From an optimization exercise on the open Yosys and OpenROAD flow, aimed at a short achievable clock period and few clock cycles per item; shortcuts taken in it are not production practice.
In this exercise RTL edits were held to simulation tests only and were not proved equivalent to the original.
Power is estimated from default activity; no workload was simulated.

## JK
## mips_core
module mips_core #(
    parameter mips_pkg::word_t RESET_PC = '0
) (
    input  logic                clock,
    input  logic                rst_n,
    output mips_pkg::word_t     imem_addr,
    input  mips_pkg::word_t     imem_data,
    output mips_pkg::word_t     dmem_addr,
    output mips_pkg::word_t     dmem_write_data,
    output logic                dmem_read,
    output logic                dmem_write,
    input  mips_pkg::word_t     dmem_read_data,
    output logic                wb_write,
    output mips_pkg::reg_addr_t wb_reg,
    output mips_pkg::word_t     wb_data
);
Size: ~5,300 cells after synthesis, roughly 1,600 flip-flops, ~77,000 µm² of cells after synthesis.
Settings: LEC_CHECK=0, ABC_CLOCK_PERIOD_IN_PS=2500, CAP_MARGIN=20, CORE_MARGIN=2, CORE_UTILIZATION=40, SETUP_SLACK_MARGIN=4.0, SLEW_MARGIN=20, TNS_END_PERCENT=100; clock period 7.0 ns.
run.sh (not shown) runs the stock make flow with config.mk's settings and CLKGATE_MAP_FILE= SYNTH_SCRIPT=/design/flow/synth_recipe.tcl, a recipe that flattens the netlist after the stock synthesis.
JK went all the way through the flow, and no timing, DRC or antenna check failed.
Testbench counts of JK, summed over its fixed seeds: cycles 44,083, instrs 43,169.
Edits applied to the flow inputs when going from JK to MS:
--- a/flow/design.v
+++ b/flow/design.v
@@ -133,24 +133,26 @@
     output mips_pkg::word_t     dmem_write_data,
     output logic                dmem_read,
     output logic                dmem_write,
     input  mips_pkg::word_t     dmem_read_data,
     output logic                wb_write,
     output mips_pkg::reg_addr_t wb_reg,
     output mips_pkg::word_t     wb_data
 );
     logic rst_q;
     always_ff @(posedge clock) rst_q <= rst_n;
     logic stall;                                     
     logic redirect;                                  
+    logic wrong;                                     
+    mips_pkg::word_t r_alt;
     logic                d_wr, d_lw, d_sw, d_br, d_bne, d_same, d_pred, d_use_imm;
     logic                d_rs_zero, d_rt_zero;       
     logic                d_add, d_sub, d_and, d_or, d_slt, d_inv;
     mips_pkg::reg_addr_t d_dest;
     mips_pkg::word_t     d_imm, d_rs_snap, d_rt_snap;
     logic [7:0]          d_pcw;                      
     logic [8:0]          d_tlo;                      
     logic [13:0]         d_hi, d_hi_inc, d_hi_dec;   
     logic [1:0]          d_pcb;
     logic                d_fe_rs, d_fm_rs, d_fw_rs, d_fw2_rs, d_fs_rs;
     logic                d_fe_rt, d_fm_rt, d_fw_rt, d_fw2_rt, d_fs_rt;
     logic                e_wr, e_lw, e_sw, e_chk, e_bne, e_pred;
@@ -159,41 +161,36 @@
     mips_pkg::reg_addr_t e_dest;
     mips_pkg::word_t     e_a, e_b, e_st, e_alt, e_pc4, e_tgt;
     mips_pkg::word_t     sum, logic_res, res;      
     logic                lt;
     logic                m_wr, m_lw, m_sw;
     mips_pkg::reg_addr_t m_dest;
     mips_pkg::word_t     m_res, m_addr, m_st;
     logic                w_wr, w2_wr;
     mips_pkg::reg_addr_t w_reg, w2_reg;
     mips_pkg::word_t     w_data, w2_data;
     mips_pkg::word_t pc, pc4, d_target;
     logic            d_taken;
-    mips_pkg::word_t     pc_n, wb_data_n;
+    mips_pkg::word_t     wb_data_n;
     mips_pkg::reg_addr_t wb_reg_n;
     logic                wb_write_n, dmem_read_n;
-    assign imem_addr = ~pc_n;
+    assign imem_addr = pc;
     assign pc4       = mips_pkg::add32(pc, 32'd4, 1'b0);
     logic d_cross, d_jump;                           
     assign d_jump = d_taken && !d_cross;
     always_ff @(posedge clock) begin
         if (!rst_q)         pc <= RESET_PC;
-        else if (redirect)  pc <= e_alt;
+        else if (redirect)  pc <= r_alt;
         else if (!stall)    pc <= {pc4[31:12], d_jump ? d_target[11:0] : pc4[11:0]};
     end
-    always_ff @(posedge clock) begin
-        if (!rst_q)         pc_n <= ~RESET_PC;
-        else if (redirect)  pc_n <= ~e_alt;
-        else if (!stall)    pc_n <= ~{pc4[31:12], d_jump ? d_target[11:0] : pc4[11:0]};
-    end
     logic [5:0]          f_op, f_fn;
     mips_pkg::reg_addr_t f_rs, f_rt, f_rd, f_dest;
     logic                f_rtype_ok, f_imm_alu, f_lw, f_sw, f_br;
     logic                f_use_rs, f_use_rt, f_wr, f_use_imm, f_sext;
     logic                f_add, f_sub, f_and, f_or, f_slt, f_inv;
     assign f_op = imem_data[31:26];
     assign f_rs = imem_data[25:21];
     assign f_rt = imem_data[20:16];
     assign f_rd = imem_data[15:11];
     assign f_fn = imem_data[5:0];
     always_comb begin
         f_rtype_ok = f_op == mips_pkg::OP_RTYPE &&
@@ -352,25 +349,25 @@
             d_pcb     <= pc[1:0];
             d_hi      <= pc[31:18];
             d_hi_inc  <= f_hi_inc[13:0];
             d_hi_dec  <= f_hi_dec[13:0];
             d_rs_snap <= f_rs_val;
             d_rt_snap <= f_rt_val;
         end else begin
             d_rs_snap <= rv_rs;
             d_rt_snap <= rv_rt;
         end
     end
     always_ff @(posedge clock) begin
-        if (!rst_q || stall) begin
+        if (!rst_q || stall || redirect) begin       
             e_wr  <= 1'b0;
             e_lw  <= 1'b0;
             e_sw  <= 1'b0;
             e_chk <= 1'b0;
             e_fix <= 1'b0;
         end else begin
             e_wr  <= d_wr;
             e_lw  <= d_lw;
             e_sw  <= d_sw;
             e_chk <= d_br && !d_same && needpred && !zk;
             e_fix <= d_taken && d_cross;
         end
@@ -393,25 +390,30 @@
         e_st   <= fwd_pick(d_fe_rt, rv_rt);
     end
     assign sum  = mips_pkg::add32(e_a, e_b, e_cin);    
     assign lt   = (e_a[31] == e_b[31]) ? e_a[31] : !mips_pkg::carry31(e_a, e_b, e_cin);
     assign logic_res = ({32{e_and}} & (e_a & e_b)) | ({32{e_or}} & (e_a | e_b))
                      | {31'd0, e_slt & lt};
     assign res       = ({32{e_add || e_sub}} & sum) | logic_res;
     function automatic mips_pkg::word_t fwd_pick(input logic fwd, input mips_pkg::word_t v);
         fwd_pick = ({32{fwd && (e_add || e_sub)}} & sum)
                  | ({32{fwd && !e_add && !e_sub}} & logic_res) | ({32{!fwd}} & v);
     endfunction
     assign e_alt    = e_pred ? e_pc4 : e_tgt;        
-    assign redirect = e_fix || (e_chk && (((e_a == e_st) != e_bne) != e_pred));
+    assign wrong    = e_fix || (e_chk && (((e_a == e_st) != e_bne) != e_pred));
+    always_ff @(posedge clock) begin
+        if (!rst_q) redirect <= 1'b0;
+        else        redirect <= wrong;
+        r_alt <= e_alt;
+    end
     always_ff @(posedge clock) begin
         if (!rst_n) begin
             m_wr <= 1'b0;
             m_lw <= 1'b0;
             dmem_read_n <= 1'b1;
             m_sw <= 1'b0;
         end else begin
             m_wr <= e_wr;
             m_lw <= e_lw;
             dmem_read_n <= !e_lw;
             m_sw <= e_sw;
         end
Results
Relative to JK, maximum fanout along the worst path has decreased by 9 in MS. From JK to MS the numbers moved as follows: multiplexer area fraction after synthesis shows an increase of 0.28 points; fraction of the mapped netlist area in compound gates saw a decrease; area after synthesis went down 0.57%. The number of storage elements in the synthesis netlist of MS and that of JK are within noise of each other. [compare] base=JK new=MS: weighted congestion at the end of routability-driven global placement shows an increase of about 3.6%, hold slack shows no meaningful change, number of nets in the layout shows no meaningful change, overall power consumption shows an increase of 1.4%. [compare] base=JK new=MS: number of buffers inserted during clock tree synthesis moved up, portion of total power attributed to the clock network moved up, utilization of the core after routing moved up, post-placement setup slack moved down, combinational power share moved up. A worst setup path startpoint of m_res[5]$_DFF_P_ is what JK shows, while e_b[0]$_DFF_P_ belongs to MS.
Testbench counts of MS, summed over its fixed seeds: cycles 44,136, instrs 43,169.

[separate check: timing with driven ports]
No port has a modelled driver above. Below, the same layouts with a new extraction and two added sets of constraints.
Step 1, drivers: a clkbuf_16 drives clock and a buf_2 each remaining input, both assumed.
Step 2 times the ports against the registers' clock, not the clock port: input delays grow and output delays shrink by t, the midpoint of the rising clock arrivals with the driver on.
Three values: no drivers, after step 1, after step 2; two values: the first two.
run | t, ns | slack for setup (ns) | pins driven straight from the clock port
JK | 0.917 | 3.632 / 3.632 / 2.927 | 1
MS | 0.917 | 3.496 / 3.496 / 2.899 | 1
After both steps setup and hold are still met in every run listed. The setup slack of JK, which loses most, moves by 0.000 ns with the drivers and by -0.705 ns with both steps.
